Background: an optimization exercise with open tools, aiming at small area, a short achievable clock period and few clock cycles per item. Do not read the settings as production practice. Function was checked by simulation only, so behaviour that the tests miss may differ from the original. Power is estimated from default activity; no workload was simulated.

==> inputs of try-pepper <==
==> flow/design.v (excerpt) <==
module tick_mask_task_scheduler_core
#(
    parameter int NUM_TASKS = NUM_TASKS_DEF
)
(
    input  logic                  clk,
    input  logic                  rst_n,
    input  logic                  item_valid,
    output logic                  item_stall,
    input  logic [1:0]            kind,
    input  logic [TIME_W-1:0]     sample_time,
    input  logic [TIDX_W-1:0]     task_index,
    input  logic [TIME_W-1:0]     start_time,
    input  logic [TIME_W-1:0]     stop_time,
    output logic                  result_valid,
    input  logic                  result_stall,
    output logic                  tick_fired,
    output logic [MAX_TASKS-1:0]  run_mask,
    output logic [TICK_W-1:0]     tick_word,
    output logic                  stats_updated,
    output logic [TIME_W-1:0]     mean_exec_time,
    output logic [TIME_W-1:0]     worst_time,
    output logic                  config_bad,
    input  logic                  cfg_valid,
    output logic                  cfg_ready,
    input  logic [CFG_IDX_W-1:0]  cfg_index,
    input  logic [TIME_W-1:0]     cfg_data
);
clock: 8.5 ns
lec_check: 0
cap_margin: 20
core_margin: 2
core_utilization: 30
setup_slack_margin: 3.5
slew_margin: 20
run.sh (not shown) runs the stock make flow with config.mk's settings and CLKGATE_MAP_FILE= SYNTH_SCRIPT=/design/flow/synth_recipe.tcl, a recipe that flattens the netlist after the stock synthesis.
==> try-onyx (differences from try-pepper) <==
--- a/flow/design.v
+++ b/flow/design.v
@@ -112,16 +112,17 @@
 );
     localparam int W  = TIME_W;
     localparam int SW = TIME_W - 1;    
     logic [W-1:0]                     mod_q;
     logic [PERIOD_W-1:0]              per_q;
     logic [MAX_TASKS-1:0][TICK_W-1:0] mask_q;    
     logic [MAX_TASKS-1:0]             mval_q;
     logic                             bad_q;
+    logic [W-1:0]                     mp_q;      
     logic [W-1:0]                     half;
     logic mod_wr;
     assign cfg_ready = 1'b1;
     assign mod_wr    = cfg_valid && (cfg_index == CFG_MODULUS);
     assign half      = mod_q >> 1;
     always_ff @(posedge clk or negedge rst_n)
     begin
         if (!rst_n)
@@ -146,85 +147,84 @@
         for (int i = 0; i < MAX_TASKS; i++)
             if (cfg_valid && cfg_index == CFG_IDX_W'(CFG_MASK0 + i))
                 mask_q[i] <= cfg_data;
     end
     always_ff @(posedge clk)
     begin
         bad_q <= (mod_q < MODULUS_MIN) || (per_q == '0)
                  || ({1'b0, per_q} >= half);
+        mp_q  <= mod_q - {1'b0, per_q};
     end
     logic                i_valid_q;    
     logic [1:0]          ik_q;
     logic [TIDX_W-1:0]   it_q;
     logic [W-1:0]        ia_q;         
-    logic [W-1:0]        ib_q;         
+    logic [W:0]          id_q;         
+    logic                is_q;         
     logic                lpend_q;      
     logic [5:0]          dcnt_q;       
     logic                dmode_q;      
     logic [W-1:0]        dsrc_q;       
     logic [W-1:0]        drem_q;       
     logic                cvalid_q;     
     logic                p_valid_q;    
     logic [1:0]          pk_q;
     logic [TIDX_W-1:0]   pt_q;
     logic [W-1:0]        pv_q;         
     logic                r_valid_q;
     logic busy, u_go, r_go, accept;
     assign busy       = (dcnt_q != '0) || lpend_q;
     assign u_go       = p_valid_q && (!r_valid_q || !result_stall);
     assign r_go       = i_valid_q && !busy && (!p_valid_q || u_go);
-    assign item_stall = i_valid_q && !r_go;
+    assign item_stall = busy || (i_valid_q && !r_go);
     assign accept     = item_valid && !item_stall;
     always_ff @(posedge clk or negedge rst_n)
     begin
         if (!rst_n)
             i_valid_q <= 1'b0;
         else if (accept)
             i_valid_q <= 1'b1;
         else if (r_go)
             i_valid_q <= 1'b0;
     end
+    logic [W-1:0] ib;
+    assign ib = (kind != KIND_TIME) ? start_time
+              : ((i_valid_q && ik_q == KIND_TIME) ? ia_q : dsrc_q);
     always_ff @(posedge clk)
     begin
         if (accept)
         begin
             ik_q <= kind;
+            is_q <= (kind == KIND_TIME);
             it_q <= task_index;
             ia_q <= (kind == KIND_TIME) ? sample_time : stop_time;
-            ib_q <= start_time;
+            id_q <= {1'b0, (kind == KIND_TIME) ? sample_time : stop_time} - {1'b0, ib};
         end
     end
     logic            is_samp;
-    logic [W+1:0]    xa, xb, xc, xnb, xnm, xcr;
-    logic [W+1:0]    s1, c1, s2, c2, s3, c3;
+    logic [W+1:0]    xd, xc, xnm, xcr, s2, c2;
     logic [W:0]      d1;               
     logic [W+1:0]    d2, d3, d4;       
     logic            s_fast, r_fast, fast;
     logic [W-1:0]    red_s, red_e;
     logic            skip_s;
     always_comb
     begin
-        is_samp = (ik_q == KIND_TIME);
-        xa  = {2'b0, ia_q};
-        xb  = {2'b0, (is_samp ? dsrc_q : ib_q)};
+        is_samp = is_q;
+        xd  = {id_q[W], id_q};
         xc  = {2'b0, (is_samp ? drem_q : mod_q)};
         xcr = {2'b0, drem_q};
-        xnb = ~xb;
         xnm = ~{2'b0, mod_q};
-        d1 = xa[W:0] - xb[W:0];
-        s1 = xa ^ xnb ^ xnm;
-        c1 = {((xa[W:0] & xnb[W:0]) | (xa[W:0] & xnm[W:0]) | (xnb[W:0] & xnm[W:0])), 1'b1};
-        d2 = s1 - ~c1;
-        s2 = s1 ^ c1 ^ xcr;
-        c2 = {((s1[W:0] & c1[W:0]) | (s1[W:0] & xcr[W:0]) | (c1[W:0] & xcr[W:0])), 1'b1};
+        d1 = id_q;
+        d2 = xd - {2'b0, mod_q};
+        d3 = xd + xc;
+        s2 = xd ^ xcr ^ xnm;
+        c2 = {((xd[W:0] & xcr[W:0]) | (xd[W:0] & xnm[W:0]) | (xcr[W:0] & xnm[W:0])), 1'b1};
         d4 = s2 + c2;
-        s3 = xa ^ xnb ^ xc;
-        c3 = {((xa[W:0] & xnb[W:0]) | (xa[W:0] & xc[W:0]) | (xnb[W:0] & xc[W:0])), 1'b1};
-        d3 = s3 + c3;
         s_fast = cvalid_q && !d1[W] && d2[W+1];
         red_s  = d4[W+1] ? d3[W-1:0] : d4[W-1:0];
         r_fast = d1[W] ? !d3[W+1] : d2[W+1];
         red_e  = d1[W] ? d3[W-1:0] : d1[W-1:0];
         fast   = ik_q[1] || (is_samp ? s_fast : r_fast);
     end
     logic [W:0]      dt;
     logic [W+1:0]    dsub;
@@ -350,17 +350,17 @@
         end
     end
     logic                samp_ok, rep_ok, fire, first, back, due, ok;
     logic                n0, back0, back1, due0, due1;
     logic [4:0]          widx;
     logic [W:0]          da, lp;
     logic [W+1:0]        xs, xns, xnl, xm, xl, xp, xh;
     logic [W+1:0]        sb0, cb0, yb0, sd0, cd0, yd0, sb1, cb1, yb1;
-    logic [W+1:0]        sd1, cd1, td1, ud1, yd1, sq, cq, lp2;
+    logic [W+1:0]        sd1, cd1, xmp, yd1, sq, cq, lp2;
     logic [W-1:0]        lt_adv, lt_new;
     logic [MAX_TASKS-1:0][SW-1:0] avg_q, worst_q;    
     logic [MAX_TASKS-1:0]         sval_q;
     logic [SW-1:0]        cur_avg, cur_worst, avg_new, worst_new;
     logic [SW:0]          sum;
     logic [MAX_TASKS-1:0] run;
     always_comb
     begin
@@ -383,21 +383,20 @@
         sd0 = xns ^ xl ^ xp;
         cd0 = {((xns[W:0] & xl[W:0]) | (xns[W:0] & xp[W:0]) | (xl[W:0] & xp[W:0])), 1'b0};
         yd0 = sd0 + cd0;
         due0 = yd0[W+1];
         sb1 = xs ^ xnl ^ xh;
         cb1 = {((xs[W:0] & xnl[W:0]) | (xs[W:0] & xh[W:0]) | (xnl[W:0] & xh[W:0])), 1'b1};
         yb1 = sb1 + cb1 + {{(W+1){1'b0}}, mod_q[0]};
         back1 = !yb1[W+1];
-        sd1 = xs ^ xnl ^ xm;
-        cd1 = {((xs[W:0] & xnl[W:0]) | (xs[W:0] & xm[W:0]) | (xnl[W:0] & xm[W:0])), 1'b1};
-        td1 = sd1 ^ cd1 ^ ~xp;
-        ud1 = {((sd1[W:0] & cd1[W:0]) | (sd1[W:0] & ~xp[W:0]) | (cd1[W:0] & ~xp[W:0])), 1'b1};
-        yd1 = td1 + ud1;
+        xmp = {2'b0, mp_q};
+        sd1 = xs ^ xnl ^ xmp;
+        cd1 = {((xs[W:0] & xnl[W:0]) | (xs[W:0] & xmp[W:0]) | (xnl[W:0] & xmp[W:0])), 1'b1};
+        yd1 = sd1 + cd1;
         due1 = !yd1[W+1];
         first = tz_q;
         back  = n0 ? back1 : back0;
         due   = n0 ? due1 : due0;
         fire  = first || back || due;
         widx  = first ? 5'd0 : tpos_q;
         lp  = xl[W:0] + xp[W:0];
         sq  = xl ^ xp ^ ~xm;
@@ -455,50 +454,49 @@
         end
         for (int i = 0; i < MAX_TASKS; i++)
             if (u_go && rep_ok && ok && pt_q == TIDX_W'(i))
             begin
                 avg_q[i]   <= avg_new;
                 worst_q[i] <= worst_new;
             end
     end
-    logic                 r_fired_q, r_upd_q, r_rep_q, r_bad_q;
+    logic                 r_fired_q, r_upd_q, r_bad_q;
     logic [4:0]           r_widx_q;
     logic [MAX_TASKS-1:0] r_run_q;
-    logic [TIDX_W-1:0]    r_t_q;
+    logic [MAX_TASKS-1:0] r_sel_q;      
     always_ff @(posedge clk or negedge rst_n)
     begin
         if (!rst_n)
             r_valid_q <= 1'b0;
         else
             r_valid_q <= u_go || (r_valid_q && result_stall);
     end
     always_ff @(posedge clk)
     begin
         if (u_go)
         begin
             r_fired_q <= samp_ok && fire;
             r_widx_q  <= widx;
             r_run_q   <= samp_ok ? run : '0;
             r_upd_q   <= rep_ok && ok;
-            r_rep_q   <= rep_ok;
-            r_t_q     <= pt_q;
+            for (int i = 0; i < MAX_TASKS; i++)
+                r_sel_q[i] <= rep_ok && pt_q == TIDX_W'(i) && (sval_q[i] || ok);
             r_bad_q   <= bad_q;
         end
     end
     assign result_valid  = r_valid_q;
     assign tick_fired    = r_fired_q;
     assign run_mask      = r_run_q;
     assign tick_word     = r_fired_q ? (TICK_W'(1) << r_widx_q) : '0;
     assign stats_updated = r_upd_q;
     assign config_bad    = r_bad_q;
     always_comb
     begin
         mean_exec_time = '0;
         worst_time     = '0;
         for (int i = 0; i < MAX_TASKS; i++)
-            if (r_rep_q && r_t_q == TIDX_W'(i) && sval_q[i])
-            begin
-                mean_exec_time[SW-1:0] = avg_q[i];
-                worst_time[SW-1:0]     = worst_q[i];
-            end
+        begin
+            mean_exec_time[SW-1:0] = mean_exec_time[SW-1:0] | ({SW{r_sel_q[i]}} & avg_q[i]);
+            worst_time[SW-1:0]     = worst_time[SW-1:0]     | ({SW{r_sel_q[i]}} & worst_q[i]);
+        end
     end
 endmodule
==> flow/flow/run.sh (new file) <==
#!/bin/bash
# The standard layout, with plain buf_2 cells (instead of clkdlybuf4s50_1) as the
# port buffers that global placement inserts on every input and output.
# All of make's output goes to standard.log in the work folder; ORFS keeps each
# step's own log under orfs/logs/.
set -euo pipefail
bash standard.sh "BUFFER_PORTS_ARGS=-buffer_cell sky130_fd_sc_hd__buf_2" finish > standard.log 2>&1
==> flow/standard.sh (new file) <==
#!/bin/bash
# synth_recipe.tcl (not shown) runs the flow's synth.tcl, then flattens the netlist and writes it again
# the make line also repeats each setting of config.mk as NAME=value (left out here)
make -C /OpenROAD-flow-scripts/flow DESIGN_CONFIG=/design/flow/config.mk WORK_HOME=/design/flow/orfs CLKGATE_MAP_FILE= SYNTH_SCRIPT=/design/flow/synth_recipe.tcl "${@:-finish}"
==> flow/config.mk (replaced) <==
export PLATFORM = sky130hd
export DESIGN_NAME = tick_mask_task_scheduler_core
export DESIGN_NICKNAME = tick_mask_task_scheduler_core
export VERILOG_FILES = /design/flow/design.v
export SDC_FILE = /design/flow/constraint.sdc
export NUM_CORES = 4
export LEC_CHECK = 0
export CAP_MARGIN = 10
export CORE_MARGIN = 2
export CORE_UTILIZATION = 30
export CTS_BUF_LIST = sky130_fd_sc_hd__clkbuf_8
export PLACE_DENSITY = 0.75
export SETUP_SLACK_MARGIN = 4.0
export SLEW_MARGIN = 10
removed: flow/run.sh
==> summary of the runs <==
- Against try-onyx, the total power of try-pepper is higher by about 40%.
- In try-onyx the flip-flop and latch count is higher than in try-pepper, by 35.
- Against try-onyx, the clock skew of try-pepper is lower by 0.0026 ns.
- try-onyx completed without violations. try-pepper went through all stages and came out clean.
- Cell count: try-pepper is smaller than try-onyx (3.6%).
- In try-pepper the clock-buffer cell count is lower than in try-onyx, by 35.
- Routed wire length: try-pepper is higher than try-onyx (3.7%).
- Between try-onyx and try-pepper, the lower utilization is in try-onyx (gap 1.9 points).
- Of try-onyx and try-pepper, try-onyx has the higher register-to-register slack (gap 0.62 ns).
==> figures <==
Clock group share of total power: try-pepper 13.1%; try-onyx 16.5%
Run status: try-pepper no timing/DRC/antenna violations; try-onyx no timing/DRC/antenna violations
Non-clock buffer share: try-pepper 8.700%; try-onyx 6.459%
Post-layout worst setup margin: try-pepper 3.279 ns; try-onyx 3.899 ns
Post-synthesis cell type count: try-pepper 97; try-onyx 112
Number of H-tree levels: try-pepper 3; try-onyx 4
PnR Total Power: try-pepper 28,680 uW; try-onyx 20,310 uW
Wire length on met1: try-pepper 98.45 mm; try-onyx 89.11 mm
Buffers inserted by post-CTS timing repair: try-pepper 177; try-onyx 112
Clock input transition at the sequential cells of the worst setup and hold paths: try-pepper 0.07 ns; try-onyx 0.06 ns
Clkbuf count: try-pepper 100; try-onyx 135
Layout area overhead: try-pepper 24.61%; try-onyx 18.39%
Total stage count of the critical path: try-pepper 18; try-onyx 17
Filler instances: try-pepper 19,138; try-onyx 19,372
Count of multi-input combinational gates: try-pepper 4,354; try-onyx 4,502
Global router's overall resource usage: try-pepper 22.74%; try-onyx 21.09%
Combinational fraction of design power: try-pepper 68.2%; try-onyx 57.9%
Testbench counts of try-pepper, summed over its fixed seeds: cycles 13,949, items 12,800.
Testbench counts of try-onyx, summed over its fixed seeds: cycles 13,972, items 12,800.

afterwards: timing with drivers on the ports:
In the flow no input, the clock included, has a driving cell. The finished layouts below were timed again as built, in two steps.
Step 1, drivers: a clkbuf_16 drives clk and a buf_2 each remaining input, both assumed.
Step 2, shift: input delay + t, output delay - t, t = (earliest + latest rising clock arrival at the registers) / 2. This alone moves slack from input paths to output paths.
Slacks: ideal ports / drivers / drivers and shift; pairs: ideal ports / drivers.
| run | shift t [ns] | setup WS [ns] | worst setup path at the end | latest minus earliest clock arrival (ns) | worst register clock-pin slew, ns |
|---|---|---|---|---|---|
| try-pepper | 0.797 | 3.279 / 3.279 / 2.853 | input to register | 0.070 / 0.069 | 0.07 / 0.07 |
| try-onyx | 0.970 | 3.899 / 3.899 / 3.196 | input to register | 0.076 / 0.075 | 0.07 / 0.07 |
After both steps setup and hold are still met in every run listed. The setup slack of try-onyx, which loses most, moves by 0.000 ns with the drivers and by -0.703 ns with both steps.
